From an optimization exercise on the open Yosys and OpenROAD flow, aimed at small area, a short achievable clock period and few clock cycles per item; shortcuts taken in it are not production practice.
The RTL was checked by simulation tests, not by an equivalence proof against the original design.

<file path="config.mk">
export PLATFORM = sky130hd
export DESIGN_NAME = calendar_clock_second_adder_top
export DESIGN_NICKNAME = calendar_clock_second_adder_top
export VERILOG_FILES = /design/flow/design.v
export SDC_FILE = /design/flow/constraint.sdc
export NUM_CORES = 4
export LEC_CHECK = 0
export CAP_MARGIN = 20
export CORE_MARGIN = 2
export CORE_UTILIZATION = 40
export SLEW_MARGIN = 20
</file>
<file path="constraint.sdc">
create_clock -name core_clock -period 11.0 [get_ports {clock}]
set_input_delay 2.2000 -clock core_clock [delete_from_list [all_inputs] [get_ports {clock}]]
set_output_delay 2.2000 -clock core_clock [all_outputs]
set_load 0.01 [all_outputs]
</file>
<file path="design.v">
`default_nettype none
package ccsa_pkg;
   localparam logic [1:0] FUNC_ADD  = 2'd0;
   localparam logic [1:0] FUNC_TIME = 2'd1;
   localparam logic [1:0] FUNC_DATE = 2'd2;
   localparam int REQ_DATA_W = 72;
   localparam int REQ_USER_W = 2;
   localparam int RSP_DATA_W = 40;
   localparam int DIV_W = 32;
   localparam int REM_W = 7;
   localparam logic [REM_W-1:0] SECS_PER_MIN   = 7'd60;
   localparam logic [REM_W-1:0] HOURS_PER_DAY  = 7'd24;
   localparam logic [REM_W-1:0] YEARS_PER_CENT = 7'd100;
   localparam logic [DIV_W-1:0] RECIP_MIN   = 32'h8888_8889;   
   localparam logic [DIV_W-1:0] RECIP_HOUR  = 32'hAAAA_AAAB;   
   localparam logic [DIV_W-1:0] RECIP_CENT  = 32'h51EB_851F;   
   localparam int               SHIFT_LONG  = 37;
   localparam int               SHIFT_SHORT = 36;
   localparam logic [3:0]  MONTHS_PER_YEAR = 4'd12;
   localparam logic [13:0] LAST_YEAR       = 14'd9999;
   localparam logic [6:0]  LAST_YEAR_REM   = 7'd99;
   typedef struct packed {
      logic load;       
      logic set_leap;   
      logic step;       
   } cal_ctl_type;
endpackage
`default_nettype wire
`default_nettype none
import ccsa_pkg::*;
module ccsa_div (
   input  logic                           clock,
   input  logic                           reset,
   input  logic                           start,
   input  logic [ccsa_pkg::DIV_W-1:0]     dividend,
   input  logic [ccsa_pkg::REM_W-1:0]     divisor,
   output logic                           done,
   output logic [ccsa_pkg::DIV_W-1:0]     quotient,
   output logic [ccsa_pkg::REM_W-1:0]     remainder
);
   logic                busy_mul_ff, busy_mul_in;   
   logic                busy_fin_ff, busy_fin_in;   
   logic                done_ff, done_in;
   logic                long_ff, long_in;           
   logic [DIV_W-1:0]    dvd_ff, dvd_in;
   logic [DIV_W-1:0]    recip_ff, recip_in;
   logic [REM_W-1:0]    dvs_ff, dvs_in;
   logic [2*DIV_W-1:0]  prod_ff, prod_in;
   logic [DIV_W-1:0]    quo_ff, quo_in;
   logic [REM_W-1:0]    rem_ff, rem_in;
   logic [DIV_W-1:0]    prod_quo;
   logic [2*REM_W-1:0]  back;
   assign prod_quo = long_ff ? DIV_W'(prod_ff >> SHIFT_LONG) : DIV_W'(prod_ff >> SHIFT_SHORT);
   assign back     = {{REM_W{1'b0}}, prod_quo[REM_W-1:0]} * {{REM_W{1'b0}}, dvs_ff};
   always_comb begin
      busy_mul_in = 1'b0;
      busy_fin_in = busy_mul_ff;
      done_in     = 1'b0;
      long_in     = long_ff;
      dvd_in      = dvd_ff;
      recip_in    = recip_ff;
      dvs_in      = dvs_ff;
      prod_in     = prod_ff;
      quo_in      = quo_ff;
      rem_in      = rem_ff;
      if (busy_mul_ff) begin
         prod_in = (2*DIV_W)'(dvd_ff) * (2*DIV_W)'(recip_ff);
      end
      if (busy_fin_ff) begin
         quo_in  = prod_quo;
         rem_in  = dvd_ff[REM_W-1:0] - back[REM_W-1:0];
         done_in = 1'b1;
      end
      if (start) begin
         if (dividend < {{(DIV_W-REM_W){1'b0}}, divisor}) begin
            quo_in  = '0;
            rem_in  = dividend[REM_W-1:0];
            done_in = 1'b1;
         end else begin
            dvd_in      = dividend;
            dvs_in      = divisor;
            busy_mul_in = 1'b1;
            case (divisor)
               HOURS_PER_DAY: begin
                  recip_in = RECIP_HOUR;
                  long_in  = 1'b0;
               end
               YEARS_PER_CENT: begin
                  recip_in = RECIP_CENT;
                  long_in  = 1'b1;
               end
               default: begin
                  recip_in = RECIP_MIN;
                  long_in  = 1'b1;
               end
            endcase
         end
      end
   end
   always_ff @(posedge clock) begin
      if (reset) begin
         busy_mul_ff <= 1'b0;
         busy_fin_ff <= 1'b0;
         done_ff     <= 1'b0;
      end else begin
         busy_mul_ff <= busy_mul_in;
         busy_fin_ff <= busy_fin_in;
         done_ff     <= done_in;
      end
      long_ff  <= long_in;
      dvd_ff   <= dvd_in;
      recip_ff <= recip_in;
      dvs_ff   <= dvs_in;
      prod_ff  <= prod_in;
      quo_ff   <= quo_in;
      rem_ff   <= rem_in;
   end
   assign done      = done_ff;
   assign quotient  = quo_ff;
   assign remainder = rem_ff;
endmodule
`default_nettype wire
`default_nettype none
import ccsa_pkg::*;
module ccsa_cal (
   input  logic                  clock,
   input  logic                  reset,
   input  ccsa_pkg::cal_ctl_type ctl,
   input  logic [13:0]           load_year,
   input  logic [3:0]            load_month,
   input  logic [4:0]            load_day,
   input  logic [6:0]            cent_rem,
   input  logic [1:0]            cent_quo,
   output logic [13:0]           year,
   output logic [3:0]            month,
   output logic [4:0]            day
);
   logic [13:0] year_ff, year_in;
   logic [3:0]  month_ff, month_in;
   logic [4:0]  day_ff, day_in;
   logic [6:0]  yrem_ff, yrem_in;     
   logic [1:0]  ycent_ff, ycent_in;   
   logic        leap;
   logic [4:0]  mlen;
   logic [5:0]  day_next;
   function automatic logic [4:0] month_days(input logic [3:0] m, input logic lp);
      logic [4:0] len;
      case (m)
         4'd2:                      len = lp ? 5'd29 : 5'd28;
         4'd4, 4'd6, 4'd9, 4'd11:   len = 5'd30;
         default:                   len = 5'd31;
      endcase
      month_days = len;
   endfunction
   assign leap     = (yrem_ff == 7'd0) ? (ycent_ff == 2'd0) : (yrem_ff[1:0] == 2'd0);
   assign mlen     = month_days(month_ff, leap);
   assign day_next = {1'b0, day_ff} + 6'd1;
   always_comb begin
      year_in  = year_ff;
      month_in = month_ff;
      day_in   = day_ff;
      yrem_in  = yrem_ff;
      ycent_in = ycent_ff;
      if (ctl.load) begin
         year_in  = load_year;
         month_in = load_month;
         day_in   = load_day;
      end else if (ctl.set_leap) begin
         yrem_in  = cent_rem;
         ycent_in = cent_quo;
      end else if (ctl.step) begin
         if (day_next > {1'b0, mlen}) begin
            day_in = 5'd1;
            if (month_ff >= MONTHS_PER_YEAR) begin
               month_in = 4'd1;
               if (year_ff >= LAST_YEAR) begin
                  year_in  = 14'd1;
                  yrem_in  = 7'd1;
                  ycent_in = 2'd0;
               end else begin
                  year_in = year_ff + 14'd1;
                  if (yrem_ff == LAST_YEAR_REM) begin
                     yrem_in  = 7'd0;
                     ycent_in = ycent_ff + 2'd1;
                  end else begin
                     yrem_in = yrem_ff + 7'd1;
                  end
               end
            end else begin
               month_in = month_ff + 4'd1;
            end
         end else begin
            day_in = day_next[4:0];
         end
      end
   end
   always_ff @(posedge clock) begin
      if (reset) begin
         year_ff  <= 14'd1;
         month_ff <= 4'd1;
         day_ff   <= 5'd1;
         yrem_ff  <= 7'd1;
         ycent_ff <= 2'd0;
      end else begin
         year_ff  <= year_in;
         month_ff <= month_in;
         day_ff   <= day_in;
         yrem_ff  <= yrem_in;
         ycent_ff <= ycent_in;
      end
   end
   assign year  = year_ff;
   assign month = month_ff;
   assign day   = day_ff;
endmodule
`default_nettype wire
`default_nettype none
import ccsa_pkg::*;
module calendar_clock_second_adder_top (
   input  logic                              clock,
   input  logic                              reset,
   input  logic                              req_tvalid,
   output logic                              req_tready,
   input  logic [ccsa_pkg::REQ_DATA_W-1:0]   req_tdata,
   input  logic [ccsa_pkg::REQ_USER_W-1:0]   req_tuser,
   output logic                              rsp_tvalid,
   input  logic                              rsp_tready,
   output logic [ccsa_pkg::RSP_DATA_W-1:0]   rsp_tdata
);
   localparam logic [2:0] S_IDLE = 3'd0;
   localparam logic [2:0] S_SEC  = 3'd1;
   localparam logic [2:0] S_MIN  = 3'd2;
   localparam logic [2:0] S_HOUR = 3'd3;
   localparam logic [2:0] S_DAYS = 3'd4;
   localparam logic [2:0] S_YEAR = 3'd5;
   localparam logic [2:0] S_OUT  = 3'd6;
   logic [30:0] in_secs;
   logic [4:0]  in_hour;
   logic [5:0]  in_minute;
   logic [5:0]  in_second;
   logic [13:0] in_year;
   logic [3:0]  in_month;
   logic [4:0]  in_day;
   logic [1:0]  in_func;
   logic [2:0]            state_ff, state_in;
   logic [5:0]            sec_ff, sec_in;
   logic [5:0]            min_ff, min_in;
   logic [4:0]            hour_ff, hour_in;
   logic [14:0]           days_ff, days_in;
   logic                  rsp_valid_ff, rsp_valid_in;
   logic [RSP_DATA_W-1:0] rsp_data_ff, rsp_data_in;
   logic                  req_fire;
   logic                  slot_free;
   logic                  div_start;
   logic [DIV_W-1:0]      div_dividend;
   logic [REM_W-1:0]      div_divisor;
   logic                  div_done;
   logic [DIV_W-1:0]      div_quo;
   logic [REM_W-1:0]      div_rem;
   ccsa_pkg::cal_ctl_type cal_ctl;
   logic [13:0]           cal_year;
   logic [3:0]            cal_month;
   logic [4:0]            cal_day;
   assign in_secs   = req_tdata[30:0];
   assign in_hour   = req_tdata[35:31];
   assign in_minute = req_tdata[41:36];
   assign in_second = req_tdata[47:42];
   assign in_year   = req_tdata[61:48];
   assign in_month  = req_tdata[65:62];
   assign in_day    = req_tdata[70:66];
   assign in_func   = req_tuser[1:0];
   assign req_tready = (state_ff == S_IDLE);
   assign req_fire   = req_tvalid && req_tready;
   assign slot_free  = !rsp_valid_ff || rsp_tready;
   always_comb begin
      state_in     = state_ff;
      sec_in       = sec_ff;
      min_in       = min_ff;
      hour_in      = hour_ff;
      days_in      = days_ff;
      div_start    = 1'b0;
      div_dividend = '0;
      div_divisor  = SECS_PER_MIN;
      cal_ctl      = '0;
      unique case (state_ff)
         S_IDLE: begin
            if (req_fire) begin
               unique case (in_func)
                  FUNC_ADD: begin
                     div_start    = 1'b1;
                     div_dividend = {26'd0, sec_ff} + {1'b0, in_secs};
                     div_divisor  = SECS_PER_MIN;
                     state_in     = S_SEC;
                  end
                  FUNC_TIME: begin
                     hour_in  = in_hour;
                     min_in   = in_minute;
                     sec_in   = in_second;
                     state_in = S_OUT;
                  end
                  FUNC_DATE: begin
                     cal_ctl.load = 1'b1;
                     div_start    = 1'b1;
                     div_dividend = {18'd0, in_year};
                     div_divisor  = YEARS_PER_CENT;
                     state_in     = S_YEAR;
                  end
                  default: state_in = S_OUT;
               endcase
            end
         end
         S_SEC: begin
            if (div_done) begin
               sec_in       = div_rem[5:0];
               div_start    = 1'b1;
               div_dividend = {26'd0, min_ff} + div_quo;
               div_divisor  = SECS_PER_MIN;
               state_in     = S_MIN;
            end
         end
         S_MIN: begin
            if (div_done) begin
               min_in       = div_rem[5:0];
               div_start    = 1'b1;
               div_dividend = {27'd0, hour_ff} + div_quo;
               div_divisor  = HOURS_PER_DAY;
               state_in     = S_HOUR;
            end
         end
         S_HOUR: begin
            if (div_done) begin
               hour_in  = div_rem[4:0];
               days_in  = div_quo[14:0];
               state_in = S_DAYS;
            end
         end
         S_DAYS: begin
            if (days_ff == 15'd0) begin
               state_in = S_OUT;
            end else begin
               cal_ctl.step = 1'b1;
               days_in      = days_ff - 15'd1;
            end
         end
         S_YEAR: begin
            if (div_done) begin
               cal_ctl.set_leap = 1'b1;
               state_in         = S_OUT;
            end
         end
         S_OUT: begin
            if (slot_free) begin
               state_in = S_IDLE;
            end
         end
         default: state_in = S_IDLE;
      endcase
   end
   always_comb begin
      rsp_valid_in = rsp_valid_ff && !rsp_tready;
      rsp_data_in  = rsp_data_ff;
      if ((state_ff == S_OUT) && slot_free) begin
         rsp_valid_in = 1'b1;
         rsp_data_in  = {sec_ff, min_ff, hour_ff, cal_day, cal_month, cal_year};
      end
   end
   always_ff @(posedge clock) begin
      if (reset) begin
         state_ff     <= S_IDLE;
         sec_ff       <= 6'd0;
         min_ff       <= 6'd0;
         hour_ff      <= 5'd0;
         days_ff      <= 15'd0;
         rsp_valid_ff <= 1'b0;
      end else begin
         state_ff     <= state_in;
         sec_ff       <= sec_in;
         min_ff       <= min_in;
         hour_ff      <= hour_in;
         days_ff      <= days_in;
         rsp_valid_ff <= rsp_valid_in;
      end
      rsp_data_ff <= rsp_data_in;
   end
   ccsa_div u_div (
      .clock     (clock),
      .reset     (reset),
      .start     (div_start),
      .dividend  (div_dividend),
      .divisor   (div_divisor),
      .done      (div_done),
      .quotient  (div_quo),
      .remainder (div_rem)
   );
   ccsa_cal u_cal (
      .clock      (clock),
      .reset      (reset),
      .ctl        (cal_ctl),
      .load_year  (in_year),
      .load_month (in_month),
      .load_day   (in_day),
      .cent_rem   (div_rem),
      .cent_quo   (div_quo[1:0]),
      .year       (cal_year),
      .month      (cal_month),
      .day        (cal_day)
   );
   assign rsp_tvalid = rsp_valid_ff;
   assign rsp_tdata  = rsp_data_ff;
endmodule
`default_nettype wire
</file>
<file path="run.sh">
#!/bin/bash
# synth_recipe.tcl (not shown) runs the flow's synth.tcl, then flattens the netlist and writes it again
# the make line also repeats each setting of config.mk as NAME=value (left out here)
make -C /OpenROAD-flow-scripts/flow DESIGN_CONFIG=/design/flow/config.mk WORK_HOME=/design/flow/orfs CLKGATE_MAP_FILE= SYNTH_SCRIPT=/design/flow/synth_recipe.tcl finish
</file>
==> results.txt <==
-- per-stage QoR --
step | cells | utilization, %
floorplan | 3809 | -
global placement | 5121 | 43.3
detailed placement | 5122 | 43.3
CTS | 5168 | 44.1
global route | 5168 | 44.2
finish | 5168 | 44.2
-- critical path, stage by stage (launching register included) --
cell      delay (ns)
edfxtp_1        0.99
buf_4           0.34
nand2_1         0.22
inv_1           0.44
fa_1            0.52
fa_1            0.52
fa_1            0.50
inv_1           0.06
fa_1            0.62
inv_1           0.08
fa_1            0.48
fa_1            0.46
fa_1            0.54
fa_1            0.43
ha_1            0.33
a21oi_1         0.18
o21ai_0         0.15
nor3_1          0.46
nand3_1         0.17
o21ai_0         0.34
buf_4           0.25
a21oi_1         0.13
o21bai_1        0.34
nor4_1          0.08
or4b_2          0.72
-- path summary, 6_finish.rpt --
path                       from           endpoint  slack [ns]
min           u_cal.year_ff[13]    rsp_data_ff[13]        0.47
max reg2reg  u_div.recip_ff[30]  u_div.prod_ff[60]        1.32
max          u_div.recip_ff[30]  u_div.prod_ff[60]        1.32
min reg2reg   u_cal.year_ff[13]    rsp_data_ff[13]        0.47
-- cells in the final DEF (no fill, tap or decap), types with 41 or more instances in the layout --
| cell | n |
|---|---|
| inv_1 | 864 |
| fa_1 | 673 |
| ha_1 | 491 |
| nor2_1 | 180 |
| nand2_1 | 158 |
| a21oi_1 | 137 |
| clkdlybuf4s50_1 | 117 |
| dfxtp_1 | 109 |
| edfxtp_1 | 108 |
| xnor2_1 | 103 |
| and2_1 | 94 |
| o21ai_0 | 91 |
| nand3_1 | 60 |
| a211oi_1 | 56 |
| mux2i_1 | 54 |
| nor3_1 | 44 |
| a21o_1 | 42 |
| buf_4 | 41 |
-- layer usage --
metal  vias up  track usage (%)  wire, um
li1      12500                -         -
met2       988             39.6     53500
met4         0             6.13      3330
met3       185             2.83      6960
met1     13800             33.0     49300
met5         -                0         0
-- sequential cells by signal, summed over array words and instances, names as in the netlist, 6 cells and up --
register / flops
u_cal.year_ff: 14
u_div.dvd_ff: 32
u_div.quo_ff: 32
days_ff: 15
u_div.rem_ff: 7
sec_ff: 6
u_cal.yrem_ff: 7
u_div.prod_ff: 28
min_ff: 6
rsp_data_ff: 40
-- cell type report --
class	count	share of cell area, %
Clock buffer	33	1.62
Clock inverter	13	0.222
Inverter	870	7.92
Multi-Input combinational cell	2619	69.5
Sequential cell	218	13.2
Tap cell	1254	3.81
Timing Repair Buffer	161	3.70
-- cell families after synthesis --
logic type | synth area share [%]
muxes | 1.64
DFF | 14.4
and+or+nand+nor | 10.2
AOI/OAI and AO/OA | 8.75
buffers and inverters | 9.72
adders and majority gates | 52.1
xor gates and xnor gates | 3.18
==> results.cfg <==
[status]
status = timing/DRC/antenna clean

[layout]
fin_nets = 5137
diodes = 0
multi_input_area_sq_um = 28600
regArea_sq_um = 5450
fillers = 9142
stdcell_area_sq_um = 41200
drive_above_1_share_pct = 3.01
areaGrowthSynthToFinish_pct = 9.29

[yosys]
ys.flop_type = dfxtp_1
synth_top_cell_area_share_pct = 35.7
synthArstFlopShare_pct = 0
synth.most_common_cell = inv_1
ys_seq_area_share_pct = 14.4
synth-edff-count = 108
synth_area_leaders = fa_1, ha_1, edfxtp_1
syn-cell-area_sq_um = 37700
yosys.area.top_type = fa_1
avgSynthCellArea_sq_um = 9.90
yosys-top-cells-count = inv_1, fa_1, ha_1
yosys_register_bits = 218
ys_types = 82
syn_nets = 5051
yosys_warnings = 3
syn_inst = 3809

[clock_network]
cts_resized = 0
cts_sinks = 218
cts_hold_buf = 0
cts-buffers-inserted = 25
cts_tree = done
clkLatencyLatePin_ns = 0.55
clock-root-buffer = clkbuf_16
post_cts_buffers = 0
clockBufferDepth = 3
clk_pin_slew_ns = 0.06
htree_levels = 1

[routing]
initialDrtViolationCount = 2170
via_count = 27500
drtAntennaViolNets = 0
drt_wl_total_um = 113000
vias_per_cell = 5.32
dr.pass1.iters = 6
wl_per_cell_um = 21.9
drc = 0

[global_routing]
antenna_found_initial = 0
grtUsageTotal_pct = 23.8
grt_max_degree = 72
grt_pass1_wl_um = 177000
grt_overflow = 0
grt_pass1_vias = 29200

[floorplan]
dieArea_sq_um = 96700
io-pin-count = 120
core_area_sq_um = 93300
initial_core_util_pct = 40.4
die_y_um = 311
dieWidth_um = 311
std_cell_rows = 112

[timing]
min_period_ns = 9.68
fin_setup_tns_ns = 0
fmax_mhz = 103
rsz0062_at_grt = no
clock_skew_ns = 0.0283
finalMaxSlewViolations = 0
setup_viol = 0
tightest_slew_ns = 1.20
setup_ws_ns = 1.32
max_slew_margin_pct = 19.8
fin_crit_sh_pct = 88.0
hold_viol = 0
hold_ws_ns = 0.470

[worst_setup_path]
worst-setup-path-type = reg2reg
worstPathMaxFanout = 20
cp_data_required_time_ns = 11.25
cp_data_arrival_time_ns = 9.93
r2r_cells = 24
start_kind = flop
cp-end-kind = flop

[place]
placed_area_sq_um = 40400
numPortBuffers = 118
dp_slack_ns = 1.45
dpl.hpwl_um = 96900
gp_congestion = 0.985

[min_path]
min_path_type = reg2reg
holdPathStages = 0

[flow_run]
maxCapViolations = 0
Testbench counts, summed over its fixed seeds: cycles 88,841, items 2,400.

[separate check: timing with driven ports]
No port has a modelled driver above. Below, the same layout with a new extraction and two added sets of constraints.
Step 1 (the two cells are an assumption about what drives the block):
set clk [get_ports {clock}]
set_driving_cell -lib_cell sky130_fd_sc_hd__clkbuf_16 $clk
set_driving_cell -lib_cell sky130_fd_sc_hd__buf_2 [delete_from_list [all_inputs] $clk]
Step 2, shift: input delay + t, output delay - t, t = (earliest + latest rising clock arrival at the registers) / 2. This alone moves slack from input paths to output paths.
Slacks: no drivers / after step 1 / after step 2; pairs: no drivers / after step 1.
t (ns): 0.586
setup WS [ns]: 1.317 / 1.317 / 1.317
worst hold slack (ns): 0.470 / 0.470 / 0.470
After both steps setup and hold are still met in this run. The setup slack of this run moves by 0.000 ns with the drivers and by 0.000 ns with both steps.
